Background: an optimization exercise with open tools, aiming at small area, a short achievable clock period and few clock cycles per item. Do not read the settings as production practice. The RTL was checked by simulation tests, not by an equivalence proof against the original design.

==> flow/design.v, too long to show whole: its modules and the start of the top module <==
// module mul_pipe: 1055 lines
// module mul_enc: 18 lines
// module div_iter: 36 lines
// module hilo_unit_top: 341 lines
module hilo_unit_top (
    input  logic               clk,
    input  logic               rst,
    input  logic               op_valid,
    input  hilo_pkg::hilo_op_t op,
    input  hilo_pkg::word_t    rs_value,
    input  hilo_pkg::word_t    rt_value,
    output logic               div_busy,
    output logic               rd_valid,
    output hilo_pkg::word_t    rd_data
);
  // ...
==> flow/run.sh <==
#!/bin/bash
# synth_recipe.tcl (not shown) runs the flow's synth.tcl, then flattens the netlist and writes it again
# the make line also repeats each setting of config.mk as NAME=value (left out here)
make -C /OpenROAD-flow-scripts/flow DESIGN_CONFIG=/design/flow/config.mk WORK_HOME=/design/flow/orfs CLKGATE_MAP_FILE= SYNTH_SCRIPT=/design/flow/synth_recipe.tcl finish
==> flow/config.mk <==
export PLATFORM = sky130hd
export DESIGN_NAME = hilo_unit_top
export DESIGN_NICKNAME = hilo_unit_top
export VERILOG_FILES = /design/flow/design.v
export SDC_FILE = /design/flow/constraint.sdc
export NUM_CORES = 4
export LEC_CHECK = 0
export ABC_CLOCK_PERIOD_IN_PS = 4300
export CAP_MARGIN = 20
export CORE_MARGIN = 2
export CORE_UTILIZATION = 40
export SETUP_SLACK_MARGIN = 4.5
export SLEW_MARGIN = 20
==> flow/constraint.sdc <==
create_clock -name core_clock -period 9.0 [get_ports {clk}]
set_input_delay 1.8000 -clock core_clock [delete_from_list [all_inputs] [get_ports {clk}]]
set_output_delay 1.8000 -clock core_clock [all_outputs]
set_load 0.01 [all_outputs]
==> flow_metrics.env, run 1 <==
export IMPL_drt_wl_total_mm=169.4
export IMPL_fin_crit_sh_pct=49.62
export IMPL_skew_ps=37.04
export IMPL_regToRegStartpoint="wbqn_q"
export IMPL_grt_util_all_layers_pct=31.73
export IMPL_io_pins=104
export IMPL_top_regs="s_q x64, c_q x63, b_q x35"
export IMPL_path_buf_inv=2
export IMPL_synth_most_common_cell="nand2_1"
export IMPL_fin_crit_ps=4466
export IMPL_die_h_um=321.2
export IMPL_wl_met2_mm=73.84
export IMPL_hold_violations=0
export IMPL_startpoint_type="flip-flop"
export IMPL_worst_slack_ps=4534
export IMPL_antenna_found_initial=4
export IMPL_synth_top_family_by_area="compound AO/OA/AOI/OAI gates"
export IMPL_cts_tree="done"
export IMPL_synth_edf_count=145
export IMPL_cts_buffers=45
export IMPL_floorplan_die_width_um=321.2
export IMPL_grt_first_pass_wirelength_mm=244.4
export IMPL_insertion_delay_ps=650
export IMPL_multi_input_comb_cells=3948
export IMPL_path_clk_slew_ps=60
export IMPL_status="no timing/DRC/antenna violations"
export IMPL_final_cells=6194
export IMPL_grt_pass1_vias=36200
export IMPL_reg2reg_slack_ps=4530
export IMPL_cts_sinks=350
export IMPL_critPathCapture="rd_data_q[19]"
export IMPL_hold_depth=2
Testbench counts, summed over its fixed seeds: cycles 6,524, items 4,660.
==> module hilo_unit_top, before the edit <==
module hilo_unit_top (
    input  logic               clk,
    input  logic               rst,
    input  logic               op_valid,
    input  hilo_pkg::hilo_op_t op,
    input  hilo_pkg::word_t    rs_value,
    input  hilo_pkg::word_t    rt_value,
    output logic               div_busy,
    output logic               rd_valid,
    output hilo_pkg::word_t    rd_data
);
    logic [31:0] hi_q;
    logic [31:0] lo_q;
    logic [32:0] a_q;            
    logic [34:0] b_q;            
    logic [11:0] dig_q;          
    logic [1:0]  j_q;            
    logic        cin_q;          
    logic        aneg_q;         
    logic        qneg_q;
    logic        rneg_q;
    logic [63:0] s_q;
    logic [63:0] c_q;
    logic        busy_q;         
    logic        mul_q;          
    logic        first_q;        
    logic        setup_q;        
    logic        step_q;         
    logic [4:0]  cnt_q;          
    logic        wb_q;           
    logic        wbdiv_q;        
    logic        wbqn_q;         
    logic        wbrn_q;         
    logic        wbhi_q;         
    logic        wblo_q;         
    logic        wbsw_q;         
    logic        mvhi_q;         
    logic        mvlo_q;         
    logic acc;
    logic acc_mul;
    logic acc_div;
    logic acc_rd;
    logic op_sgn;
    assign acc      = op_valid && !div_busy && !rst;
    assign acc_mul  = acc && ((op[2:1] == 2'b00) || (op[2:1] == 2'b10));   
    assign acc_div  = acc && (op[2:1] == 2'b01);
    assign acc_rd   = acc && (op[2:1] == 2'b11);
    assign op_sgn   = !op[0];        
    logic [1:0]  f_rs;           
    logic [1:0]  f_rt;
    logic [1:0]  t_rs;
    logic [1:0]  t_rt;
    logic        swap;
    logic [31:0] mcand_in;
    logic [31:0] mplier_in;
    logic [1:0]  t_in;
    logic [10:0] top_in;
    assign f_rs[0] = op_sgn ? ((&rs_value[31:10]) || !(|rs_value[31:10])) : !(|rs_value[31:11]);
    assign f_rs[1] = op_sgn ? ((&rs_value[31:21]) || !(|rs_value[31:21])) : !(|rs_value[31:22]);
    assign f_rt[0] = op_sgn ? ((&rt_value[31:10]) || !(|rt_value[31:10])) : !(|rt_value[31:11]);
    assign f_rt[1] = op_sgn ? ((&rt_value[31:21]) || !(|rt_value[31:21])) : !(|rt_value[31:22]);
    assign t_rs    = f_rs[0] ? 2'd0 : f_rs[1] ? 2'd1 : 2'd2;
    assign t_rt    = f_rt[0] ? 2'd0 : f_rt[1] ? 2'd1 : 2'd2;
    assign swap      = !op[2] && |(f_rs & ~f_rt);
    assign mcand_in  = swap ? rt_value : rs_value;
    assign mplier_in = swap ? rs_value : rt_value;
    assign t_in      = swap ? t_rs : t_rt;
    logic [10:0] top_rs;
    logic [10:0] top_rt;
    always_comb begin
        case (t_rs)
            2'd0:    top_rs = rs_value[10:0];
            2'd1:    top_rs = rs_value[21:11];
            default: top_rs = {op_sgn && rs_value[31], rs_value[31:22]};
        endcase
        case (t_rt)
            2'd0:    top_rt = rt_value[10:0];
            2'd1:    top_rt = rt_value[21:11];
            default: top_rt = {op_sgn && rt_value[31], rt_value[31:22]};
        endcase
    end
    assign top_in = swap ? top_rs : top_rt;
    logic [1:0]  j_nx;
    logic [10:0] dig_nx;
    logic [11:0] dig_d;
    logic [17:0] sel;
    logic [63:0] s_mul;
    logic [63:0] c_mul;
    assign j_nx = j_q - 2'd1;
    always_comb begin
        case (j_nx)
            2'd0:    dig_nx = b_q[10:0];
            default: dig_nx = b_q[21:11];
        endcase
    end
    assign dig_d = !acc_mul ? {1'b0, dig_nx}
                 : op[2]    ? 12'd1                      
                 :            {op_sgn && top_in[10], top_in};
    mul_enc u_enc (
        .d   (dig_q),
        .sel (sel)
    );
    mul_pipe u_mul (
        .a     (a_q),
        .sel   (sel),
        .s_in  (first_q ? 64'd0 : s_q),
        .c_in  (first_q ? 64'd0 : c_q),
        .s_out (s_mul),
        .c_out (c_mul)
    );
    logic        aneg_in;
    logic        bneg_in;
    logic [5:0]  za;
    logic [5:0]  zb;
    logic [6:0]  skip;
    logic [3:0]  skip4;
    logic [31:0] abs_a;
    logic [63:0] norm;
    logic [34:0] d3;             
    logic [4:0]  steps0;         
    assign aneg_in = op_sgn && rs_value[31];
    assign bneg_in = op_sgn && rt_value[31];
    logic [5:0] za_q;
    logic [5:0] nzb_q;           
    div_iter u_clz_a (.x(aneg_in ? ~rs_value : rs_value), .n(za));
    div_iter u_clz_b (.x(bneg_in ? ~rt_value : rt_value), .n(zb));
    assign skip   = {1'b0, za_q} + {2'd0, nzb_q[4:0]};
    assign skip4  = nzb_q[5] ? 4'd0 : (skip >= 7'd32) ? 4'd8 : skip[5:2];
    assign abs_a  = aneg_q ? -b_q[31:0] : b_q[31:0];
    assign norm   = {32'd0, abs_a} << {skip4, 2'b00};
    assign d3     = {a_q[32], a_q[32], a_q} + {a_q[32], a_q, 1'b0} + {33'd0, cin_q, cin_q};
    assign steps0 = 5'd16 - {skip4, 1'b0};
    logic [35:0] sh2;
    logic [35:0] t1;
    logic [35:0] t2;
    logic [35:0] t3;
    logic [1:0]  qd;
    logic [31:0] rem_nx;
    assign sh2 = {2'b00, s_q[63:32], s_q[31:30]};
    assign t1  = sh2 + {{3{a_q[32]}}, a_q} + {35'd0, cin_q};
    assign t2  = sh2 + {{2{a_q[32]}}, a_q, cin_q} + {35'd0, cin_q};
    assign t3  = sh2 + {b_q[34], b_q[34:0]};
    always_comb begin
        if (!t3[35]) begin
            qd     = 2'd3;
            rem_nx = t3[31:0];
        end else if (!t2[35]) begin
            qd     = 2'd2;
            rem_nx = t2[31:0];
        end else if (!t1[35]) begin
            qd     = 2'd1;
            rem_nx = t1[31:0];
        end else begin
            qd     = 2'd0;
            rem_nx = sh2[31:0];
        end
    end
    logic [64:0] wb_x;
    logic [64:0] wb_y;
    logic [64:0] wb_sum;
    logic [31:0] wb_hi;
    logic [31:0] wb_lo;
    assign wb_x   = {s_q[63:32] ^ {32{wbrn_q}}, !wbdiv_q || wbrn_q, s_q[31:0] ^ {32{wbqn_q}}};
    assign wb_y   = {c_q[63:32], wbrn_q, c_q[31:0]};
    assign wb_sum = wb_x + wb_y + {64'd0, wbqn_q};
    assign wb_hi  = wb_sum[64:33];
    assign wb_lo  = wb_sum[31:0];
    logic eng_act;
    logic eng_act_q;             
    assign eng_act = eng_act_q;
    always_ff @(posedge clk) begin
        if (rst) begin
            busy_q  <= 1'b0;
            mul_q   <= 1'b0;
            first_q <= 1'b0;
            setup_q <= 1'b0;
            step_q  <= 1'b0;
            wb_q    <= 1'b0;
            eng_act_q <= 1'b0;
        end else begin
            eng_act_q <= acc_mul || acc_div
                      || (mul_q && (j_q != 2'd0))
                      || (setup_q && (steps0 != 5'd0))
                      || (step_q && (cnt_q != 5'd1));
            first_q <= 1'b0;
            setup_q <= 1'b0;
            wb_q    <= 1'b0;
            if (mul_q) begin
                mul_q  <= (j_q != 2'd0);
                busy_q <= (j_q > 2'd1);
                if (j_q == 2'd0) begin
                    wb_q    <= 1'b1;
                end
            end
            if (setup_q) begin
                step_q <= (steps0 != 5'd0);
                busy_q <= (steps0 > 5'd1);
                if (steps0 == 5'd0) begin
                    wb_q    <= 1'b1;
                end
            end
            if (step_q) begin
                step_q <= (cnt_q != 5'd1);
                busy_q <= (cnt_q > 5'd2);
                if (cnt_q == 5'd1) begin
                    wb_q    <= 1'b1;
                end
            end
            if (acc_mul) begin
                mul_q   <= 1'b1;
                first_q <= 1'b1;
                busy_q  <= !op[2] && (t_in != 2'd0);
            end
            if (acc_div) begin
                setup_q <= 1'b1;
                busy_q  <= 1'b1;
            end
        end
    end
    always_ff @(posedge clk) begin
        if (eng_act_q) begin
            wbdiv_q <= !mul_q;
            wbqn_q  <= !mul_q && qneg_q;
            wbrn_q  <= !mul_q && rneg_q;
            wbhi_q  <= !(mul_q && mvlo_q);
            wblo_q  <= !(mul_q && mvhi_q);
            wbsw_q  <= mul_q && mvhi_q;
        end
    end
    always_ff @(posedge clk) begin
        if (acc_mul) begin
            mvhi_q <= (op == hilo_pkg::op_mthi);
            mvlo_q <= (op == hilo_pkg::op_mtlo);
        end
        if (acc_mul) begin
            a_q   <= {op_sgn && mcand_in[31], mcand_in};
            b_q   <= {3'd0, mplier_in};
            j_q   <= op[2] ? 2'd0 : t_in;
            dig_q <= dig_d;
        end else if (acc_div) begin
            a_q     <= bneg_in ? {1'b1, rt_value} : ~{1'b0, rt_value};
            cin_q   <= !bneg_in;
            b_q     <= {3'd0, rs_value};
            aneg_q  <= aneg_in;
            qneg_q  <= op_sgn && (rs_value[31] ^ rt_value[31]);
            rneg_q  <= aneg_in;
            za_q    <= za - {5'd0, aneg_in};     
            nzb_q   <= {zb[5], ~zb[4:0]};    
        end else if (mul_q) begin
            j_q   <= j_nx;
            dig_q <= dig_d;
        end else if (setup_q) begin
            b_q   <= d3;
        end
        if (setup_q) begin
            s_q <= norm;
        end else if (step_q) begin
            s_q <= {rem_nx, s_q[29:0], qd};
        end else begin
            s_q <= s_mul;
        end
        c_q <= mul_q ? c_mul : 64'd0;
        if (setup_q) begin
            cnt_q <= steps0;
        end else if (step_q) begin
            cnt_q <= cnt_q - 5'd1;
        end
    end
    logic [31:0] hi_new;
    logic [31:0] lo_new;
    assign hi_new = !wbhi_q ? hi_q : wbsw_q ? wb_lo : wb_hi;
    assign lo_new = !wblo_q ? lo_q : wb_lo;
    always_ff @(posedge clk) begin
        if (rst) begin
            hi_q <= '0;
            lo_q <= '0;
        end else if (wb_q) begin
            hi_q <= hi_new;
            lo_q <= lo_new;
        end
    end
    logic        rd_valid_q;
    logic [31:0] rd_data_q;
    logic [2:0]  rq_v;           
    logic [2:0]  rq_hi;          
    logic [2:0]  rq_w;           
    logic        head_rdy;       
    logic        head_fwd;       
    logic        head_go;
    logic        blk_rd;
    logic        blk_md;
    logic [2:0]  v1;
    logic [2:0]  hi1;
    logic [2:0]  w1;
    logic [2:0]  ins;            
    assign head_rdy = rq_v[0] && !rq_w[0];
    assign head_fwd = rq_v[0] && rq_w[0] && wb_q;
    assign head_go  = head_rdy || head_fwd;
    assign blk_rd = rq_v[2] && !head_go;
    assign blk_md = busy_q || (rq_v[2] && !head_go);
    always_comb begin
        if (head_go) begin
            v1  = {1'b0, rq_v[2:1]};
            hi1 = {1'b0, rq_hi[2:1]};
            w1  = {1'b0, rq_w[2:1]};
        end else begin
            v1  = rq_v;
            hi1 = rq_hi;
            w1  = rq_w;
        end
        if (wb_q) begin
            w1 = 3'b000;
        end
        ins = v1[0] ? (v1[1] ? 3'b100 : 3'b010) : 3'b001;
    end
    always_ff @(posedge clk) begin
        if (rst) begin
            rq_v       <= 3'b000;
            rd_valid_q <= 1'b0;
        end else begin
            rd_valid_q <= head_go;
            if (acc_rd) begin
                rq_v  <= v1 | ins;
                rq_hi <= (hi1 & ~ins) | (ins & {3{op == hilo_pkg::op_mfhi}});
                rq_w  <= (w1 & ~ins) | (ins & {3{eng_act}});
            end else begin
                rq_v  <= v1;
                rq_hi <= hi1;
                rq_w  <= w1;
            end
        end
        if (head_rdy) begin
            rd_data_q <= rq_hi[0] ? hi_q : lo_q;
        end else if (head_fwd) begin
            rd_data_q <= rq_hi[0] ? hi_new : lo_new;
        end
    end
    assign rd_valid = rd_valid_q;
    assign rd_data  = rd_data_q;
    assign div_busy = (op[2:1] == 2'b11) ? blk_rd : blk_md;
endmodule
==> run 2: changes to the inputs <==
--- a/flow/design.v
+++ b/flow/design.v
@@ -1475,4 +1475,4 @@
     assign rd_valid = rd_valid_q;
     assign rd_data  = rd_data_q;
-    assign div_busy = (op[2:1] == 2'b11) ? blk_rd : blk_md;
+    assign div_busy = blk_rd || (busy_q && !(op[2] && op[1]));
 endmodule
==> flow_metrics.env, run 2 <==
export IMPL_status="no timing/DRC/antenna violations"
export IMPL_finalWeightedCongestion=1.024
export IMPL_dieArea_mm2=0.1048
export IMPL_max_cap_violations=0
export IMPL_finish_utilization_pct=45.07
export IMPL_holdBufCountCts=0
export IMPL_largest_reg_flops=64
export IMPL_crit_required_ps=9540
export IMPL_vias=40120
export IMPL_areaGrowthSynthToFinish_pct=12.02
export IMPL_rows=117
export IMPL_synth_distinct_cells=103
export IMPL_drive_above_1_share_pct=7.539
export IMPL_fmax_ghz=0.2217
export IMPL_path_cells="ha_1, a21oi_1, o21ai_0, or2_2, o21ai_1, a22oi_2, a211o_1, buf_4, nor2_1, buf_4, nand2_1, o221ai_1"
export IMPL_reg2reg_slack_ps=4490
export IMPL_synth_most_common_cell="nand2_1"
export IMPL_coreArea_mm2=0.1016
export IMPL_path_clk_slew_ps=70
export IMPL_worstSetupPathType="reg2reg"
export IMPL_hold_depth=2
export IMPL_regToRegStartpoint="b_q[8]"
export IMPL_cts_tree="done"
export IMPL_fin_area_mm2=0.04579
export IMPL_synth_common_cells="419 x nand2_1, 365 x nor2_1, 362 x a21oi_1"
export IMPL_final_cell_mix="415 x nand2_1, 361 x nor2_1, 356 x a21oi_1"
export IMPL_grt_util_all_layers_pct=32.09
export IMPL_grt_pass1_vias=37220
export IMPL_tns_ps=0
export IMPL_top_regs="s_q x64, c_q x63, b_q x35"
export IMPL_cts_sinks=350
export IMPL_hold_ws_ps=452.0
export IMPL_yosys_most_used_dff="dfxtp_1"
export IMPL_ys_warn_count=3
export IMPL_drt_wl_total_mm=173.0
export IMPL_slowest_stage="edfxtp_1"
export IMPL_synth_edf_count=145
export IMPL_io_pins=104
export IMPL_hp_start="lo_q[25]"
export IMPL_worst_slack_ps=4490
export IMPL_placed_area_mm2=0.04307
export IMPL_synth_seq_cells=350
export IMPL_drtIter0Drc=4798
export IMPL_syn_num_nets=5603
export IMPL_cts_root_buf="clkbuf_16"
export IMPL_portBuffers=103
export IMPL_finalSetupViolCount=0
export IMPL_final_common_cell="nand2_1"
export IMPL_hold_violations=0
export IMPL_cpPeakStageDelay_ps=610
export IMPL_nNetsFinal=5555
export IMPL_drtPass1Iterations=8
export IMPL_largest_register="s_q"
export IMPL_rsz0062_at_grt="yes"
export IMPL_synthTopCellsByArea="edfxtp_1 11%, dfxtp_1 10%, fa_1 9.4%, ha_1 9.3%, xor2_1 6.0%"
export IMPL_syn_mean_instance_area_um2=8.116
export IMPL_remaining_drc_errors=0
export IMPL_n_fill_cell=10180
export IMPL_crit_path_end_kind="flip-flop"
export IMPL_r2r_end="s_q[34]"
export IMPL_die_h_um=323.7
export IMPL_startpoint_type="flip-flop"
export IMPL_dp_cells=6254
export IMPL_fin_crit_ps=4510
export IMPL_synth_top_cell_by_area="edfxtp_1"
export IMPL_syn_inst=5037
export IMPL_min_path_type="reg2reg"
export IMPL_ys_seq_area_share_pct=20.69
export IMPL_insertion_delay_ps=670
export IMPL_skew_ps=44.14
export IMPL_slew_violations=0
export IMPL_htreeDepth=2
export IMPL_holdPathEnd="lo_q[25]"
export IMPL_post_dp_hpwl_mm=125.7
export IMPL_final_cells=6397
export IMPL_critPathMaxFanout=12
export IMPL_async_flop_share_pct=0
export IMPL_clk_path_buf_depth=3
export IMPL_grt_first_pass_wirelength_mm=250.1
export IMPL_cts_buffers=46
export IMPL_tightest_slew_ps=1150
export IMPL_place_ws_ps=1895
export IMPL_yosysTopAreaCellShare_pct=10.65
export IMPL_wl_per_cell_um=27.04
export IMPL_cp_arrival_ps=5050
export IMPL_reg2regPathDepth=12
export IMPL_final_antenna_net_count=0
export IMPL_path_common_cell="buf_4"
export IMPL_initial_core_util_pct=40.24
export IMPL_vias_per_cell=6.272
export IMPL_grt_overflow_total=0
export IMPL_fin_crit_sh_pct=50.11
export IMPL_maxSlewHeadroom_pct=23.27
export IMPL_antenna_found_initial=11
export IMPL_grt_max_degree=80
export IMPL_syn_area_mm2=0.04088
export IMPL_floorplan_die_width_um=323.7
-- run 2: cell count changes after synthesis, sizes merged, moves of 15 or more --
cell | previous run | this run
nor2 | 330 | 366
clkbuf | 306 | 277
nand2 | 448 | 419
nor3 | 67 | 91
xor2 | 303 | 281
buf | 45 | 66
nand3 | 71 | 92
o211ai | 81 | 62
or3 | 17 | 32
-- run 2: worst max path at each step --
stage | from | endpoint | slack, ps | cells past startpoint
floorplan | rs_value[31] | b_q[16] | 4510 | 13
global placement | op[0] | b_q[21] | 1930 | 13
detailed placement | op[0] | b_q[16] | 1890 | 13
CTS | op_valid | b_q[7] | 4500 | 6
global route | dig_q[7] | s_q[34] | 4440 | 13
finish | b_q[8] | s_q[34] | 4490 | 12
-- run 2: metal layers --
| metal | share of wire, % | GRT usage, % | wire length (um) | vias up |
|---|---|---|---|---|
| met5 | 0.019 | 0 | 33 | - |
| met4 | 5.8 | 16.46 | 10010 | 6 |
| met3 | 11 | 7.717 | 19430 | 436 |
| met2 | 43 | 48.53 | 73990 | 2344 |
| met1 | 40 | 42.44 | 69520 | 19320 |
| li1 | - | - | - | 18010 |
-- run 2: kinds of logic after synthesis --
family,Yosys count,synth area share [%]
xor gates and xnor gates,426,9.127
adders and majority gates,496,18.71
buffers and inverters,653,6.140
muxes,150,3.737
AOI/OAI and AO/OA,1525,24.61
DFF,350,20.69
and+or+nand+nor,1437,16.99
-- run 2: repair_timing --
item,in CTS,in global routing
pin swaps,5,12
setup endpoints to repair,206,144
resized for setup,102,64
cloned,6,3
buffers inserted,11,34
-- run 2: cell type report --
type                            instances  area, um^2  area share, %
Antenna cell                            2       5.005        0.01093
Tap cell                             1368        1712          3.738
Timing Repair inverter                  1       5.005        0.01093
Sequential cell                       350        8467          18.49
Multi-Input combinational cell       4037       30380          66.35
Inverter                              310        1177          2.571
Clock inverter                         32       407.9         0.8907
Timing Repair Buffer                  243        2405          5.252
Clock buffer                           54        1232          2.691
-- run 2: worst max-delay path: cells and delay by family, from the launching register on --
kind | cells | cell delay [ps]
fa+ha+maj | 1 | 440
compound gates | 6 | 1740
simple gates | 3 | 1110
flops | 1 | 610
buf+inv | 2 | 480
Testbench counts of run 2, summed over its fixed seeds: cycles 6,524, items 4,660.
==> run 3: changes to the inputs <==
--- a/flow/config.mk
+++ b/flow/config.mk
@@ -9,5 +9,5 @@
 export CAP_MARGIN = 20
 export CORE_MARGIN = 2
-export CORE_UTILIZATION = 40
+export CORE_UTILIZATION = 55
 export SETUP_SLACK_MARGIN = 4.5
 export SLEW_MARGIN = 20
==> flow_metrics.env, run 3 <==
export IMPL_status="no timing/DRC/antenna violations"
export IMPL_place_ws_ps=1988
export IMPL_final_cells=5991
export IMPL_synth_top_cell_by_area="edfxtp_1"
export IMPL_tightest_slew_ps=1170
export IMPL_synth_distinct_cells=103
export IMPL_areaGrowthSynthToFinish_pct=10.33
export IMPL_path_common_cell="fa_1"
export IMPL_skew_ps=21.62
export IMPL_critPathMaxFanout=34
export IMPL_insertion_delay_ps=620
export IMPL_remaining_drc_errors=0
export IMPL_rows=99
export IMPL_final_common_cell="nand2_1"
export IMPL_dp_cells=5847
export IMPL_syn_mean_instance_area_um2=8.116
export IMPL_maxSlewHeadroom_pct=21.98
export IMPL_path_cells="ha_4, nand2b_2, buf_6, xnor2_1, fa_1, inv_1, fa_1, fa_1, fa_1, nand2_1, o221ai_1, a211oi_2, o221ai_1"
export IMPL_synthMuxAreaShare_pct=3.737
export IMPL_drtPass1Iterations=6
export IMPL_rsz0062_at_grt="yes"
export IMPL_vias_per_cell=6.709
export IMPL_finalSetupViolCount=0
export IMPL_async_flop_share_pct=0
export IMPL_largest_reg_flops=64
export IMPL_ys_seq_area_share_pct=20.69
export IMPL_vias=40190
export IMPL_largest_register="s_q"
export IMPL_fmax_ghz=0.2219
export IMPL_path_clk_slew_ps=60
export IMPL_yosysTopAreaCellShare_pct=10.65
export IMPL_synth_edf_count=145
export IMPL_drtIter0Drc=5434
export IMPL_grt_max_degree=68
export IMPL_finalWeightedCongestion=1.047
export IMPL_grt_first_pass_wirelength_mm=244.1
export IMPL_synth_top_family_by_area="compound AO/OA/AOI/OAI gates"
export IMPL_final_antenna_net_count=0
export IMPL_grt_util_all_layers_pct=42.14
export IMPL_synth_seq_cells=350
export IMPL_slowest_stage="fa_1"
export IMPL_fin_crit_ps=4506
export IMPL_top_regs="s_q x64, c_q x63, b_q x35"
export IMPL_cts_sinks=350
export IMPL_grt_pass1_vias=37140
export IMPL_critPathLaunch="dig_q[5]"
export IMPL_syn_num_nets=5603
export IMPL_cts_root_buf="clkbuf_16"
export IMPL_cp_arrival_ps=4970
export IMPL_fin_crit_sh_pct=50.06
export IMPL_post_dp_hpwl_mm=124.3
export IMPL_cts_buffers=44
export IMPL_tns_ps=0
export IMPL_die_h_um=276.6
export IMPL_synth_most_common_cell="nand2_1"
export IMPL_initial_core_util_pct=55.75
export IMPL_synth_compound_area_share_pct=24.61
export IMPL_synthXorXnorAreaFrac_pct=9.127
export IMPL_syn_area_mm2=0.04088
export IMPL_floorplan_die_width_um=276.6
export IMPL_synthTopCellsByArea="edfxtp_1 11%, dfxtp_1 10%, fa_1 9.4%, ha_1 9.3%, xor2_1 6.0%"
export IMPL_worstSetupPathType="reg2reg"
export IMPL_antenna_found_initial=9
export IMPL_htreeDepth=2
export IMPL_final_cell_mix="416 x nand2_1, 361 x nor2_1, 357 x a21oi_1"
export IMPL_finish_utilization_pct=61.51
export IMPL_io_pins=104
export IMPL_slew_violations=0
export IMPL_cts_tree="done"
export IMPL_max_cap_violations=0
export IMPL_min_path_type="reg2reg"
export IMPL_yosys_area_share_simple_pct=16.99
export IMPL_fin_area_mm2=0.04510
export IMPL_grt_overflow_total=0
export IMPL_worst_slack_ps=4494
export IMPL_drive_above_1_share_pct=7.753
export IMPL_dieArea_mm2=0.07652
export IMPL_placed_area_mm2=0.04257
export IMPL_ys_warn_count=3
export IMPL_hold_violations=0
export IMPL_synth_common_cells="419 x nand2_1, 365 x nor2_1, 362 x a21oi_1"
export IMPL_crit_path_end_kind="flip-flop"
export IMPL_drt_wl_total_mm=167.8
export IMPL_coreArea_mm2=0.07333
export IMPL_cpPeakStageDelay_ps=590
export IMPL_holdBufCountCts=0
export IMPL_hp_start="lo_q[27]"
export IMPL_wl_per_cell_um=28.01
export IMPL_portBuffers=103
export IMPL_hold_ws_ps=452.7
export IMPL_startpoint_type="flip-flop"
export IMPL_nNetsFinal=5560
export IMPL_synthAdderAreaFrac_pct=18.71
export IMPL_syn_inst=5037
export IMPL_yosys_most_used_dff="dfxtp_1"
export IMPL_crit_required_ps=9470
export IMPL_clk_path_buf_depth=3
export IMPL_n_fill_cell=6642
export IMPL_regToRegStartpoint="dig_q[5]"
## run 3: cell types whose count changed in the layout (fill, tap and decap cells not counted), sizes merged, moves of 4 or more
cell	before	now
clkbuf	58	74
buf	138	145
dlygate4sd2	10	3
clkdlybuf4s50	74	69
bufinv	7	3
## run 3: critical path: cells and delay by family (launching register included)
kind	cells	cell delay, ps
compound gates	3	690
xor+xnor	1	170
fa+ha+maj	5	2250
buf+inv	2	470
flops	1	580
simple gates	2	220
## run 3: what timing repair did
action,4_1_cts,5_1_grt
pin swaps,3,14
setup buffers,15,36
setup endpoints to repair,219,160
gates resized for setup,125,91
gates cloned,2,6
hold endpoints to repair,0,0
## run 3: cell families after synthesis
kind of cell / after synthesis
compound gates: 1525
xor+xnor: 426
fa+ha+maj: 496
buf+inv: 653
flops: 350
mux: 150
simple gates: 1437
## run 3: path summary, 6_finish.rpt
path                                 end  slack, ps  cells after the start
worst max-delay path             s_q[34]       4490                     13
worst min-delay path            lo_q[27]        450                      2
worst max register to register   s_q[34]       4490                     13
worst min register to register  lo_q[27]        450                      2
## run 3: layout make-up
class                   count  area, um^2  area share, %
clock inverters            28       254.0         0.5631
diodes                      2       5.005        0.01110
repair buffers            253        2442          5.415
well taps                 959        1200          2.660
multi-input cells        4034       30420          67.43
inverters                 310        1175          2.605
clock buffers              54        1139          2.524
flip-flops and latches    350        8467          18.77
repair inverters            1       7.507        0.01664
## run 3: layer usage
layer	global-route usage (%)	routed length (um)	up-vias
li1	-	-	17990
met1	58.38	67490	19180
met2	62.21	69650	2527
met3	9.829	21060	495
met4	19.38	9608	4
met5	0	26	-
==> run 4: changes to the inputs <==
--- a/flow/design.v
+++ b/flow/design.v
@@ -1373,6 +1373,4 @@
             a_q   <= {op_sgn && mcand_in[31], mcand_in};
             b_q   <= {3'd0, mplier_in};
-            j_q   <= op[2] ? 2'd0 : t_in;
-            dig_q <= dig_d;
         end else if (acc_div) begin
             a_q     <= bneg_in ? {1'b1, rt_value} : ~{1'b0, rt_value};
@@ -1382,12 +1380,11 @@
             qneg_q  <= op_sgn && (rs_value[31] ^ rt_value[31]);
             rneg_q  <= aneg_in;
-            za_q    <= za - {5'd0, aneg_in};     
-            nzb_q   <= {zb[5], ~zb[4:0]};    
-        end else if (mul_q) begin
-            j_q   <= j_nx;
-            dig_q <= dig_d;
         end else if (setup_q) begin
             b_q   <= d3;
         end
+        j_q   <= !acc_mul ? j_nx : op[2] ? 2'd0 : t_in;
+        dig_q <= dig_d;
+        za_q  <= za - {5'd0, aneg_in};           
+        nzb_q <= {zb[5], ~zb[4:0]};              
         if (setup_q) begin
             s_q <= norm;
@@ -1467,12 +1464,12 @@
             end
         end
-        if (head_rdy) begin
-            rd_data_q <= rq_hi[0] ? hi_q : lo_q;
-        end else if (head_fwd) begin
+        if (head_fwd) begin
             rd_data_q <= rq_hi[0] ? hi_new : lo_new;
+        end else begin
+            rd_data_q <= rq_hi[0] ? hi_q : lo_q;
         end
     end
     assign rd_valid = rd_valid_q;
     assign rd_data  = rd_data_q;
-    assign div_busy = blk_rd || (busy_q && !(op[2] && op[1]));
+    assign div_busy = (op[2:1] == 2'b11) ? blk_rd : blk_md;
 endmodule
--- a/flow/config.mk
+++ b/flow/config.mk
@@ -9,5 +9,5 @@
 export CAP_MARGIN = 20
 export CORE_MARGIN = 2
-export CORE_UTILIZATION = 55
+export CORE_UTILIZATION = 40
 export SETUP_SLACK_MARGIN = 4.5
 export SLEW_MARGIN = 20
==> flow_metrics.env, run 4 <==
export IMPL_status="no timing/DRC/antenna violations"
export IMPL_path_clk_slew_ps=60
export IMPL_reg2reg_slack_ps=4610
export IMPL_worstSetupPathType="in2out"
export IMPL_vias=37990
export IMPL_portBuffers=103
export IMPL_syn_mean_instance_area_um2=8.078
export IMPL_yosys_area_share_simple_pct=16.15
export IMPL_synthAdderAreaFrac_pct=19.38
export IMPL_drtPass1Iterations=6
export IMPL_tns_ps=0
export IMPL_hold_ws_ps=454.0
export IMPL_critPathMaxFanout=12
export IMPL_final_common_cell="nand2_1"
export IMPL_cp_arrival_ps=2720
export IMPL_initial_core_util_pct=40.22
export IMPL_synth_top_family_by_area="compound AO/OA/AOI/OAI gates"
export IMPL_rows=115
export IMPL_vias_per_cell=6.194
export IMPL_maxSlewHeadroom_pct=24.81
export IMPL_async_flop_share_pct=0
export IMPL_largest_register="s_q"
export IMPL_yosysTopAreaCellShare_pct=13.34
export IMPL_grt_pass1_vias=35700
export IMPL_syn_inst=4886
export IMPL_dp_cells=6018
export IMPL_syn_num_nets=5452
export IMPL_ys_seq_area_share_pct=19.96
export IMPL_synth_most_common_cell="nor2_1"
export IMPL_rsz0062_at_grt="yes"
export IMPL_cts_buffers=45
export IMPL_finalWeightedCongestion=1.020
export IMPL_drive_above_1_share_pct=7.284
export IMPL_tightest_slew_ps=1126
export IMPL_cts_tree="done"
export IMPL_grt_overflow_total=0
export IMPL_io_pins=104
export IMPL_max_cap_violations=0
export IMPL_final_cell_mix="361 x nand2_1, 360 x nor2_1, 321 x a21oi_1"
export IMPL_ys_warn_count=3
export IMPL_die_h_um=318.1
export IMPL_clk_path_buf_depth=3
export IMPL_cts_root_buf="clkbuf_16"
export IMPL_startpoint_type="primary input"
export IMPL_areaGrowthSynthToFinish_pct=11.38
export IMPL_drt_wl_total_mm=162.8
export IMPL_largest_reg_flops=64
export IMPL_fin_area_mm2=0.04396
export IMPL_grt_first_pass_wirelength_mm=237.0
export IMPL_remaining_drc_errors=0
export IMPL_drtIter0Drc=4266
export IMPL_synth_seq_cells=350
export IMPL_antenna_found_initial=4
export IMPL_cts_sinks=350
export IMPL_synth_common_cells="365 x nor2_1, 362 x nand2_1, 328 x a21oi_1"
export IMPL_final_cells=6133
export IMPL_finalSetupViolCount=0
export IMPL_slew_violations=0
export IMPL_synth_edf_count=87
export IMPL_fin_crit_sh_pct=50.28
export IMPL_floorplan_die_width_um=318.1
export IMPL_crit_required_ps=7200
export IMPL_skew_ps=37.60
export IMPL_wl_per_cell_um=26.55
export IMPL_dieArea_mm2=0.1012
export IMPL_yosys_most_used_dff="dfxtp_1"
export IMPL_crit_path_end_kind="output port"
export IMPL_finish_utilization_pct=44.80
export IMPL_grt_max_degree=62
export IMPL_fmax_ghz=0.2210
export IMPL_syn_area_mm2=0.03947
export IMPL_htreeDepth=2
export IMPL_synthMuxAreaShare_pct=4.448
export IMPL_synth_distinct_cells=91
export IMPL_post_dp_hpwl_mm=120.8
export IMPL_antenna_cells=0
export IMPL_final_antenna_net_count=0
export IMPL_synthTopCellsByArea="dfxtp_1 13%, fa_1 9.7%, ha_1 9.6%, edfxtp_1 6.6%, xor2_1 6.6%"
export IMPL_holdBufCountCts=0
export IMPL_synth_compound_area_share_pct=24.23
export IMPL_synthXorXnorAreaFrac_pct=9.608
export IMPL_placed_area_mm2=0.04158
export IMPL_coreArea_mm2=0.09813
export IMPL_fin_crit_ps=4525
export IMPL_synth_top_cell_by_area="dfxtp_1"
export IMPL_min_path_type="reg2reg"
export IMPL_top_regs="s_q x64, c_q x63, b_q x35"
export IMPL_insertion_delay_ps=630
export IMPL_hold_violations=0
export IMPL_nNetsFinal=5375
export IMPL_grt_util_all_layers_pct=30.88
==> run 4: cell count changes after synthesis, sizes merged, moves of 14 or more <==
cell    before  now
clkbuf     277  291
o22ai       59   83
nand2      419  362
edfxtp     145   87
o211ai      62   39
xor2       281  296
mux2i      129  145
dfxtp      205  263
a21oi      362  329
nand2b      96  112
nor3        91   68
a211oi      66   89
==> run 4: layer usage <==
layer / global-route usage (%) / share of wire (%)
met5: 0 / 0.035
met4: 15.22 / 5.6
met3: 5.870 / 9.7
met2: 47.59 / 44
met1: 41.38 / 41
==> run 4: worst paths after layout <==
check	startpoint	to	depth (start not counted)
setup / recovery	op[2]	div_busy	4
hold / removal	lo_q[16]	lo_q[16]	2
hold reg to reg	lo_q[16]	lo_q[16]	2
setup reg to reg	dig_q[9]	s_q[33]	11
==> run 4: timing repair <==
action | in CTS | in global routing
resized for setup | 92 | 94
cloned | 3 | 4
setup endpoints to repair | 217 | 112
buffers inserted | 20 | 4
pin swaps | 5 | 4
==> run 4: critical path: stages <==
cell and delay [ps]:
buf_4 230, nand2_4 150, a22o_1 220, dlygate4sd2_1 320
==> run 4: logic make-up (layout without fill, tap and decap cells) <==
family                   after synthesis  in the layout
AND/OR/NAND/NOR                     1324           1326
multiplexers                         171            171
flip-flops                           350            350
buffers and inverters                645            602
AO/OA/AOI/OAI                       1467           1468
XOR/XNOR                             433            433
adder cells (fa/ha/maj)              496            496
==> run 4: area by class of cell <==
cell class	instances	area, um^2
Fill cell	9728	54170
Multi-Input combinational cell	3894	29690
Sequential cell	350	7895
Timing Repair Buffer	216	2107
Tap cell	1287	1610
Clock buffer	55	1246
Inverter	301	1139
Clock inverter	29	271.5
Timing Repair inverter	1	5.005
==> run 4: through the flow <==
stage	setup slack [ps]
4_1_cts	4399
2_1_floorplan	4500
6_report	4475
3_3_place_gp	2539
5_1_grt	4471
3_5_place_dp	2548
Testbench counts of run 4, summed over its fixed seeds: cycles 6,524, items 4,660.
==> run 5: changes to the inputs <==
--- a/flow/config.mk
+++ b/flow/config.mk
@@ -10,4 +10,5 @@
 export CORE_MARGIN = 2
 export CORE_UTILIZATION = 40
+export CTS_BUF_LIST = sky130_fd_sc_hd__clkbuf_8
 export SETUP_SLACK_MARGIN = 4.5
 export SLEW_MARGIN = 20
==> flow_metrics.env, run 5 <==
export IMPL_status="no timing/DRC/antenna violations"
export IMPL_grt_util_all_layers_pct=31.09
export IMPL_synth_distinct_cells=91
export IMPL_slowest_stage="dlygate4sd2_1"
export IMPL_drive_above_1_share_pct=7.595
export IMPL_final_cell_mix="361 x nand2_1, 361 x nor2_1, 321 x a21oi_1"
export IMPL_drt_wl_total_mm=163.4
export IMPL_grt_max_degree=62
export IMPL_crit_path_end_kind="output port"
export IMPL_synth_top_cell_by_area="dfxtp_1"
export IMPL_insertion_delay_ps=720
export IMPL_holdBufCountCts=0
export IMPL_regToRegStartpoint="dig_q[3]"
export IMPL_skew_ps=65.50
export IMPL_synth_common_cells="365 x nor2_1, 362 x nand2_1, 328 x a21oi_1"
export IMPL_antenna_found_initial=4
export IMPL_critPathMaxFanout=12
export IMPL_synth_most_common_cell="nor2_1"
export IMPL_min_path_type="reg2reg"
export IMPL_r2r_end="s_q[37]"
export IMPL_cts_root_buf="clkbuf_8"
export IMPL_portBuffers=103
export IMPL_synth_edf_count=87
export IMPL_tns_ps=0
export IMPL_rsz0062_at_grt="yes"
export IMPL_hp_start="lo_q[8]"
export IMPL_post_dp_hpwl_mm=120.8
export IMPL_cts_buffers=70
export IMPL_yosysTopAreaCellShare_pct=13.34
export IMPL_yosys_most_used_dff="dfxtp_1"
export IMPL_holdPathEnd="lo_q[8]"
export IMPL_syn_mean_instance_area_um2=8.078
export IMPL_path_buf_inv=2
export IMPL_finalWeightedCongestion=1.020
export IMPL_ys_seq_area_share_pct=19.96
export IMPL_rows=115
export IMPL_hold_ws_ps=453.2
export IMPL_reg2reg_slack_ps=4610
export IMPL_fmax_ghz=0.2252
export IMPL_finalSetupViolCount=0
export IMPL_hold_violations=0
export IMPL_startpoint_type="primary input"
export IMPL_synthTopCellsByArea="dfxtp_1 13%, fa_1 9.7%, ha_1 9.6%, edfxtp_1 6.6%, xor2_1 6.6%"
export IMPL_nNetsFinal=5395
export IMPL_syn_inst=4886
export IMPL_tightest_slew_ps=1119
export IMPL_wl_per_cell_um=26.47
export IMPL_maxSlewHeadroom_pct=25.28
export IMPL_fin_crit_sh_pct=49.34
export IMPL_die_h_um=318.1
export IMPL_synth_seq_cells=350
export IMPL_max_cap_violations=0
export IMPL_clk_path_buf_depth=3
export IMPL_cp_arrival_ps=2640
export IMPL_path_clk_slew_ps=60
export IMPL_cpPeakStageDelay_ps=320
export IMPL_crit_required_ps=7200
export IMPL_placed_area_mm2=0.04158
export IMPL_top_regs="s_q x64, c_q x63, b_q x35"
export IMPL_path_cells="buf_6, nand2_4, a22o_1, dlygate4sd2_1"
export IMPL_coreArea_mm2=0.09813
export IMPL_largest_reg_flops=64
export IMPL_grt_pass1_vias=35950
export IMPL_dieArea_mm2=0.1012
export IMPL_grt_first_pass_wirelength_mm=238.4
export IMPL_hold_depth=2
export IMPL_grt_overflow_total=0
export IMPL_ys_warn_count=3
export IMPL_drtIter0Drc=4738
export IMPL_reg2regPathDepth=12
export IMPL_drtPass1Iterations=6
export IMPL_io_pins=104
export IMPL_initial_core_util_pct=40.22
export IMPL_cts_tree="done"
export IMPL_vias_per_cell=6.188
export IMPL_fin_area_mm2=0.04380
export IMPL_critPathTopFamily="buffers and inverters"
export IMPL_syn_num_nets=5452
export IMPL_fin_crit_ps=4440
export IMPL_vias=38200
export IMPL_slew_violations=0
export IMPL_worstSetupPathType="in2out"
export IMPL_syn_area_mm2=0.03947
export IMPL_floorplan_die_width_um=318.1
export IMPL_remaining_drc_errors=0
export IMPL_largest_register="s_q"
export IMPL_areaGrowthSynthToFinish_pct=10.97
export IMPL_async_flop_share_pct=0
export IMPL_htreeDepth=3
export IMPL_cts_sinks=350
export IMPL_final_antenna_net_count=0
## run 5: cell counts after synthesis
Identical to the previous run, type by type.
## run 5: worst min-delay path, cell delays in order, from the launching register on
cell and delay [ps]:
dfxtp_1 310, nand2_1 50, a21oi_1 50
## run 5: cells by family (layout without fill, tap and decap cells)
logic type / count (synthesis) / after routing / synth area share [%]
buffers and inverters: 645 / 642 / 6.229
muxes: 171 / 171 / 4.448
AOI/OAI and AO/OA: 1467 / 1468 / 24.23
DFF: 350 / 350 / 19.96
and+or+nand+nor: 1324 / 1325 / 16.15
xor gates and xnor gates: 433 / 433 / 9.609
adders and majority gates: 496 / 496 / 19.38
other: 0 / 1 / 0
## run 5: how the worst max path moves through the flow
stage / start / end / slack [ps] / depth (start not counted)
2_1_floorplan: rt_value[24] / b_q[0] / 4500 / 14
3_3_place_gp: op[0] / a_q[10] / 2540 / 13
3_5_place_dp: op[0] / a_q[0] / 2550 / 13
4_1_cts: za_q[1] / s_q[60] / 4400 / 15
5_1_grt: op[0] / za_q[4] / 4490 / 17
6_report: op[2] / div_busy / 4560 / 4
## run 5: final cells by class
type                            instances  area [um^2]
Fill cell                            9726        54330
Multi-Input combinational cell       3893        29660
Sequential cell                       350         7895
Timing Repair Buffer                  212         2066
Tap cell                             1287         1610
Clock buffer                           83         1142
Inverter                              301         1139
Clock inverter                         45        279.0
Timing Repair inverter                  1        5.005
Antenna cell                            1        2.502
## run 5: routing by layer
layer  up-vias  track usage (%)  routed length [um]
met5         -                0                  39
met4         6            15.07                9002
met3       415            5.857               15670
met2      2059            48.12               71480
met1     18390            41.63               67200
li1      17330                -                   -
## run 5: per-stage QoR
step	utilization (%)	instances	worst slack (ps)
final	44.63	6173	4560
after global routing	44.63	6173	4486
after CTS	44.29	6169	4403
after detailed placement	42.37	6018	2548
after global placement	42.34	6017	2539
after floorplan	-	4886	4500
## run 5: repair_timing
item,in CTS,in global routing
setup buffers,20,1
gates resized for setup,87,87
cloned,3,2
endpoints found under the setup margin,199,108
pin swaps,5,4
==> run 6: changes to the inputs <==
--- a/flow/design.v
+++ b/flow/design.v
@@ -1135,4 +1135,33 @@
     assign n = v5 ? {1'b0, n5} : 6'd32;
 endmodule
+module sk_add #(
+    parameter int W = 32
+) (
+    input  logic [W-1:0] a,
+    input  logic [W-1:0] b,
+    input  logic         cin,
+    output logic [W-1:0] s
+);
+    localparam int N = W + 1;              
+    localparam int L = $clog2(N);
+    logic [N-1:0] g [L+1];
+    logic [N-1:0] p [L+1];
+    always_comb begin
+        g[0] = {a & b, cin};
+        p[0] = {a ^ b, 1'b0};
+        for (int l = 0; l < L; l++) begin
+            for (int i = 0; i < N; i++) begin
+                if (((i >> l) & 1) == 1) begin
+                    g[l+1][i] = g[l][i] | (p[l][i] & g[l][((i >> l) << l) - 1]);
+                    p[l+1][i] = p[l][i] & p[l][((i >> l) << l) - 1];
+                end else begin
+                    g[l+1][i] = g[l][i];
+                    p[l+1][i] = p[l][i];
+                end
+            end
+        end
+    end
+    assign s = (a ^ b) ^ g[L][W-1:0];
+endmodule
 `timescale 1ns/10ps
 module hilo_unit_top (
@@ -1275,7 +1304,7 @@
     logic [31:0] rem_nx;
     assign sh2 = {2'b00, s_q[63:32], s_q[31:30]};
-    assign t1  = sh2 + {{3{a_q[32]}}, a_q} + {35'd0, cin_q};
-    assign t2  = sh2 + {{2{a_q[32]}}, a_q, cin_q} + {35'd0, cin_q};
-    assign t3  = sh2 + {b_q[34], b_q[34:0]};
+    sk_add #(.W(36)) u_t1 (.a(sh2), .b({{3{a_q[32]}}, a_q}),        .cin(cin_q), .s(t1));
+    sk_add #(.W(36)) u_t2 (.a(sh2), .b({{2{a_q[32]}}, a_q, cin_q}), .cin(cin_q), .s(t2));
+    sk_add #(.W(36)) u_t3 (.a(sh2), .b({b_q[34], b_q[34:0]}),      .cin(1'b0),  .s(t3));
     always_comb begin
         if (!t3[35]) begin
@@ -1300,5 +1329,5 @@
     assign wb_x   = {s_q[63:32] ^ {32{wbrn_q}}, !wbdiv_q || wbrn_q, s_q[31:0] ^ {32{wbqn_q}}};
     assign wb_y   = {c_q[63:32], wbrn_q, c_q[31:0]};
-    assign wb_sum = wb_x + wb_y + {64'd0, wbqn_q};
+    sk_add #(.W(65)) u_wb (.a(wb_x), .b(wb_y), .cin(wbqn_q), .s(wb_sum));
     assign wb_hi  = wb_sum[64:33];
     assign wb_lo  = wb_sum[31:0];
--- a/flow/config.mk
+++ b/flow/config.mk
@@ -10,5 +10,4 @@
 export CORE_MARGIN = 2
 export CORE_UTILIZATION = 40
-export CTS_BUF_LIST = sky130_fd_sc_hd__clkbuf_8
 export SETUP_SLACK_MARGIN = 4.5
 export SLEW_MARGIN = 20
==> flow_metrics.env, run 6 <==
export IMPL_multi_input_area_mm2=0.02798
export IMPL_path_buf_inv=2
export IMPL_path_cells="clkdlybuf4s18_2, nand2_4, a22o_1, dlymetal6s2s_1"
export IMPL_synth_most_common_cell="nand2_1"
export IMPL_n_fill_cell=9241
export IMPL_portBuffers=103
export IMPL_fin_crit_ps=4601
export IMPL_syn_inst=4553
export IMPL_crit_path_end_kind="output port"
export IMPL_status="no timing/DRC/antenna violations"
export IMPL_crit_required_ps=7200
export IMPL_wl_per_cell_um=26.09
export IMPL_vias=35210
export IMPL_ys_seq_area_share_pct=20.89
export IMPL_synth_common_cells="365 x nand2_1, 315 x nor2_1, 303 x ha_1"
export IMPL_largest_register="s_q"
export IMPL_rsz0062_at_grt="yes"
export IMPL_syn_num_nets=5131
export IMPL_final_common_cell="nand2_1"
export IMPL_drtIter0Drc=4017
export IMPL_slew_violations=0
export IMPL_post_dp_hpwl_mm=111.8
export IMPL_grt_util_all_layers_pct=30.49
export IMPL_grt_overflow_total=0
export IMPL_fmax_ghz=0.2173
export IMPL_floorplan_die_width_um=311.0
export IMPL_synth_compound_area_share_pct=22.24
export IMPL_synthAdderAreaFrac_pct=20.94
export IMPL_vias_per_cell=6.044
export IMPL_synth_distinct_cells=97
export IMPL_critPathTopFamily="buffers and inverters"
export IMPL_syn_mean_instance_area_um2=8.281
export IMPL_synthXorXnorAreaFrac_pct=9.826
export IMPL_yosysTopAreaCellShare_pct=13.96
export IMPL_syn_area_mm2=0.03770
export IMPL_finalSetupViolCount=0
export IMPL_final_cell_mix="360 x nand2_1, 313 x nor2_1, 301 x ha_1"
export IMPL_dieArea_mm2=0.09673
export IMPL_cts_root_buf="clkbuf_16"
export IMPL_synthMuxAreaShare_pct=4.204
export IMPL_max_cap_violations=0
export IMPL_placed_area_mm2=0.03979
export IMPL_yosys_most_used_dff="dfxtp_1"
export IMPL_path_clk_slew_ps=60
export IMPL_top_regs="s_q x64, c_q x63, b_q x35"
export IMPL_synth_edf_count=87
export IMPL_synthTopCellsByArea="dfxtp_1 14%, fa_1 11%, ha_1 10%, edfxtp_1 6.9%, xor2_1 6.8%"
export IMPL_initial_core_util_pct=40.40
export IMPL_clk_path_buf_depth=3
export IMPL_areaGrowthSynthToFinish_pct=12.33
export IMPL_seq_area_mm2=0.007891
export IMPL_async_flop_share_pct=0
export IMPL_grt_max_degree=61
export IMPL_tns_ps=0
export IMPL_drt_wl_total_mm=152.0
export IMPL_critPathMaxFanout=13
export IMPL_maxSlewHeadroom_pct=24.36
export IMPL_min_path_type="reg2reg"
export IMPL_cpPeakStageDelay_ps=410
export IMPL_synth_top_family_by_area="compound AO/OA/AOI/OAI gates"
export IMPL_tightest_slew_ps=1130
export IMPL_cp_arrival_ps=2800
export IMPL_worstSetupPathType="in2out"
export IMPL_place_ws_ps=3009
export IMPL_remaining_drc_errors=0
export IMPL_fin_crit_sh_pct=51.13
export IMPL_startpoint_type="primary input"
export IMPL_ys_warn_count=9
export IMPL_insertion_delay_ps=620
export IMPL_cts_sinks=350
export IMPL_finalWeightedCongestion=1.014
export IMPL_largest_reg_flops=64
export IMPL_rows=112
export IMPL_hold_ws_ps=455.4
export IMPL_drive_above_1_share_pct=8.313
export IMPL_fin_area_mm2=0.04235
export IMPL_nNetsFinal=5113
export IMPL_synth_top_cell_by_area="dfxtp_1"
export IMPL_holdBufCountCts=0
export IMPL_slowest_stage="clkdlybuf4s18_2"
export IMPL_htreeDepth=2
export IMPL_grt_first_pass_wirelength_mm=223.4
export IMPL_coreArea_mm2=0.09333
export IMPL_cts_tree="done"
export IMPL_cts_buffers=46
export IMPL_final_antenna_net_count=0
export IMPL_synth_seq_cells=350
export IMPL_worst_slack_ps=4399
export IMPL_grt_pass1_vias=33460
export IMPL_io_pins=104
export IMPL_hold_violations=0
export IMPL_die_h_um=311.0
export IMPL_skew_ps=33.73
export IMPL_yosys_area_share_simple_pct=15.87
export IMPL_drtPass1Iterations=8
export IMPL_antenna_found_initial=5
run 6: cell types whose count changed after synthesis, sizes merged, moves of 14 or more:
cell and delta:
a211oi -44, a21o -30, a21oi -36, a31oi -22, clkbuf -34, inv -16, mux2 -14, nor2 -50
o211ai +27, o21ai -39, o22ai -20
run 6: path summary, 6_finish.rpt:
path	slack (ps)	end	cells after the start	start
worst max-delay path	4400	div_busy	4	op[2]
worst min-delay path	460	lo_q[1]	2	lo_q[1]
worst max register to register	4550	s_q[45]	13	s_q[38]
worst min register to register	460	lo_q[1]	2	lo_q[1]
run 6: routing by layer:
layer  share of wire, %  vias to the layer above  global-route usage, %  wire (um)
li1                   -                    16100                      -          -
met1                 42                    16980                  41.10      63230
met2                 43                     1796                  46.77      66110
met3                9.9                      330                  6.625      15110
met4                5.0                        2                  13.49       7537
met5              0.013                        -                      0         20
run 6: final cells by class:
cell class | count | area share [%]
multi-input combinational | 3607 | 66.06
timing repair buffer | 242 | 5.335
antenna | 1 | 0.005908
timing repair inverter | 2 | 0.02363
inverter | 286 | 2.564
clock inverter | 30 | 0.7149
sequential | 350 | 18.63
clock buffer | 54 | 2.957
tap | 1254 | 3.705
run 6: logic make-up after synthesis:
kind of cell             count (synthesis)
AO/OA/AOI/OAI                         1276
buffers and inverters                  597
multiplexers                           157
flip-flops                             350
AND/OR/NAND/NOR                       1242
XOR/XNOR                               423
adder cells (fa/ha/maj)                508
run 6: repair_timing:
item	4_1_cts	5_1_grt
pin swaps	26	22
gates resized for setup	98	70
cloned	6	1
endpoints found under the setup margin	194	62
setup buffers	36	19
run 6: worst reg2reg max path, cell delays in order (launching register included):
cell      delay, ps
dfxtp_1         660
ha_1            380
and3_1          210
a221o_1         350
a21o_1          270
o21ai_2         280
a31oi_1         250
a211oi_2        380
o211a_1         200
buf_6           340
nor2b_2         500
o211ai_1        150
a21oi_1         300
a211oi_1         70
run 6: metrics by stage:
step	std cells	utilization [%]
after floorplan	4553	-
after detailed placement	5679	42.63
after global placement	5679	42.63
after CTS	5805	44.96
after global routing	5825	45.38
final	5826	45.38
Testbench counts of run 6, summed over its fixed seeds: cycles 6,524, items 4,660.
==> run 7: changes to the inputs <==
--- a/flow/config.mk
+++ b/flow/config.mk
@@ -10,4 +10,4 @@
 export CORE_MARGIN = 2
 export CORE_UTILIZATION = 40
-export SETUP_SLACK_MARGIN = 4.5
+export SETUP_SLACK_MARGIN = 4.6
 export SLEW_MARGIN = 20
==> flow_metrics.env, run 7 <==
export IMPL_status="no timing/DRC/antenna violations"
export IMPL_dieArea_mm2=0.09673
export IMPL_startpoint_type="flip-flop"
export IMPL_wl_per_cell_um=26.19
export IMPL_synth_common_cells="365 x nand2_1, 315 x nor2_1, 303 x ha_1"
export IMPL_cts_tree="done"
export IMPL_remaining_drc_errors=0
export IMPL_drtIter0Drc=4103
export IMPL_crit_path_end_kind="flip-flop"
export IMPL_final_cell_mix="361 x nand2_1, 311 x nor2_1, 299 x ha_1"
export IMPL_path_clk_slew_ps=60
export IMPL_grt_max_degree=71
export IMPL_vias=35400
export IMPL_clk_path_buf_depth=3
export IMPL_fin_crit_sh_pct=48.86
export IMPL_skew_ps=37.86
export IMPL_largest_register="s_q"
export IMPL_ys_warn_count=9
export IMPL_post_dp_hpwl_mm=112.3
export IMPL_synth_edf_count=87
export IMPL_antenna_found_initial=9
export IMPL_tightest_slew_ps=1074
export IMPL_synth_seq_cells=350
export IMPL_drt_wl_total_mm=152.7
export IMPL_nNetsFinal=5114
export IMPL_synthTopCellsByArea="dfxtp_1 14%, fa_1 11%, ha_1 10%, edfxtp_1 6.9%, xor2_1 6.8%"
export IMPL_path_buf_inv=2
export IMPL_maxSlewHeadroom_pct=28.39
export IMPL_syn_area_mm2=0.03770
export IMPL_yosysTopAreaCellShare_pct=13.96
export IMPL_io_pins=104
export IMPL_initial_core_util_pct=40.40
export IMPL_coreArea_mm2=0.09333
export IMPL_portBuffers=103
export IMPL_rsz0062_at_grt="yes"
export IMPL_insertion_delay_ps=630
export IMPL_drtPass1Iterations=7
export IMPL_syn_inst=4553
export IMPL_finalWeightedCongestion=1.043
export IMPL_crit_required_ps=9490
export IMPL_ys_seq_area_share_pct=20.89
export IMPL_synth_most_common_cell="nand2_1"
export IMPL_largest_reg_flops=64
export IMPL_max_cap_violations=0
export IMPL_critPathTopFamily="compound AO/OA/AOI/OAI gates"
export IMPL_slowest_stage="or4_4"
export IMPL_synth_top_cell_by_area="dfxtp_1"
export IMPL_yosys_most_used_dff="dfxtp_1"
export IMPL_synth_distinct_cells=97
export IMPL_top_regs="s_q x64, c_q x63, b_q x35"
export IMPL_worstSetupPathType="reg2reg"
export IMPL_async_flop_share_pct=0
export IMPL_tns_ps=0
export IMPL_hold_violations=0
export IMPL_cts_sinks=350
export IMPL_die_h_um=311.0
export IMPL_final_common_cell="nand2_1"
export IMPL_syn_num_nets=5131
export IMPL_htreeDepth=2
export IMPL_slew_violations=0
export IMPL_cpPeakStageDelay_ps=430
export IMPL_vias_per_cell=6.073
export IMPL_areaGrowthSynthToFinish_pct=12.73
export IMPL_syn_mean_instance_area_um2=8.281
export IMPL_fin_crit_ps=4397
export IMPL_cp_arrival_ps=4890
export IMPL_floorplan_die_width_um=311.0
export IMPL_cts_root_buf="clkbuf_16"
export IMPL_grt_overflow_total=0
export IMPL_path_cells="buf_6, buf_12, xor2_1, ha_1, and4_4, and2_4, nand2_2, or4_4, o21ai_4, nand2_2, a21o_1, a311oi_4, a21o_1, a21oi_2, fa_2, xor2_2, xnor2_2, nand2_1, o21ai_2, nand2_1, o211ai_1, o21ai_1"
export IMPL_min_path_type="reg2reg"
export IMPL_final_antenna_net_count=0
export IMPL_fmax_ghz=0.2274
export IMPL_critPathMaxFanout=5
export IMPL_drive_above_1_share_pct=8.769
export IMPL_grt_util_all_layers_pct=30.51
export IMPL_grt_first_pass_wirelength_mm=223.2
export IMPL_holdBufCountCts=0
export IMPL_rows=112
export IMPL_finalSetupViolCount=0
export IMPL_grt_pass1_vias=33240
export IMPL_cts_buffers=46
==> run 7: cell counts after synthesis <==
Identical to the previous run, type by type.
==> run 7: cell families (layout without fill, tap and decap cells) <==
group	count (synthesis)	count (layout)	synth area share, %
AO/OA/AOI/OAI	1276	1276	22.24
AND/OR/NAND/NOR	1242	1242	15.87
buffers and inverters	597	617	6.023
adder cells (fa/ha/maj)	508	508	20.94
XOR/XNOR	423	423	9.826
flip-flops	350	350	20.89
multiplexers	157	157	4.204
other	0	2	0
==> run 7: metrics by stage <==
step | hold WS (ps) | setup WS, ps | utilization, % | cell area, um^2 | std cells
after floorplan | 432.9 | 4550 | - | 37710 | 4553
after global placement | 438.6 | 3200 | 42.66 | 39820 | 5684
after detailed placement | 444.9 | 3111 | 42.68 | 39830 | 5685
after CTS | 452.9 | 4451 | 45.05 | 42040 | 5804
after global routing | 471.4 | 4398 | 45.54 | 42500 | 5828
final | 451.1 | 4603 | 45.54 | 42510 | 5829
==> run 7: what timing repair did <==
| action | in CTS | in global routing |
|---|---|---|
| endpoints found under the hold margin | 0 | 0 |
| endpoints found under the setup margin | 133 | 98 |
| resized for setup | 108 | 126 |
| setup buffers | 29 | 21 |
| gates cloned | 5 | 1 |
| pin swaps | 24 | 21 |
==> run 7: cell type report <==
| class | count | area [um^2] |
|---|---|---|
| well taps | 1254 | 1569 |
| clock inverters | 27 | 361.6 |
| flip-flops and latches | 350 | 7895 |
| clock buffers | 58 | 1310 |
| diodes | 2 | 5.005 |
| repair buffers | 244 | 2245 |
| inverters | 286 | 1085 |
| fillers | 9287 | 50820 |
| repair inverters | 2 | 10.01 |
| multi-input cells | 3606 | 28030 |
==> run 7: worst reg2reg max path: stages, from the launching register on <==
cell and delay, ps:
edfxtp_1 370, buf_6 170, buf_12 150, xor2_1 140
ha_1 310, and4_4 240, and2_4 150, nand2_2 60
or4_4 430, o21ai_4 170, nand2_2 110, a21o_1 250
a311oi_4 240, a21o_1 180, a21oi_2 70, fa_2 370
xor2_2 160, xnor2_2 240, nand2_1 110, o21ai_2 90
nand2_1 70, o211ai_1 100, o21ai_1 80
==> run 7: path summary, 6_finish.rpt <==
check	cells past startpoint	startpoint	endpoint	slack [ps]
worst min-delay path	2	hi_q[16]	hi_q[16]	450
worst max-delay path	22	wbqn_q	rd_data_q[31]	4600
worst min register to register	2	hi_q[16]	hi_q[16]	450
worst max register to register	22	wbqn_q	rd_data_q[31]	4600
==> run 7: layer usage <==
metal / share of wire, % / vias up / track usage [%] / routed length (um)
met5: 0.046 / - / 0 / 70
met4: 5.3 / 10 / 13.82 / 8033
met3: 9.9 / 361 / 6.425 / 15130
met2: 43 / 1826 / 46.47 / 65820
met1: 42 / 17130 / 41.38 / 63620
li1: - / 16080 / - / -

-- re-timing with driven ports --
How much do the figures lean on ideal ports? The routed layouts below were timed once more, with nothing changed but the port constraints. Step 1 assumes that a clkbuf_16 drives the clock port and a buf_2 every other input. Step 2 adds t to the input delays and takes it off the output delays; t is the mean of the earliest and latest rising clock arrival at the registers after step 1. Input paths then give back, and output paths get back, about the clock's delay inside the block. Slacks: ideal / step 1 / step 2; pairs: ideal / step 1.
run | shift t [ns] | setup WS [ns] | worst register clock-pin slew, ns
run 1 | 0.706 | 4.534 / 4.511 / 3.982 | 0.07 / 0.07
run 2 | 0.728 | 4.490 / 4.431 / 3.920 | 0.08 / 0.08
run 3 | 0.677 | 4.494 / 4.455 / 3.961 | 0.07 / 0.07
run 4 | 0.694 | 4.475 / 4.444 / 3.973 | 0.07 / 0.07
run 5 | 0.753 | 4.560 / 4.496 / 3.920 | 0.08 / 0.08
run 6 | 0.674 | 4.399 / 4.332 / 3.977 | 0.07 / 0.07
run 7 | 0.687 | 4.603 / 4.568 / 4.119 | 0.07 / 0.07
After both steps every run listed still meets setup and hold. For run 5, which loses most, drivers alone change the setup slack by -0.064 ns; drivers and shift together by -0.640 ns.
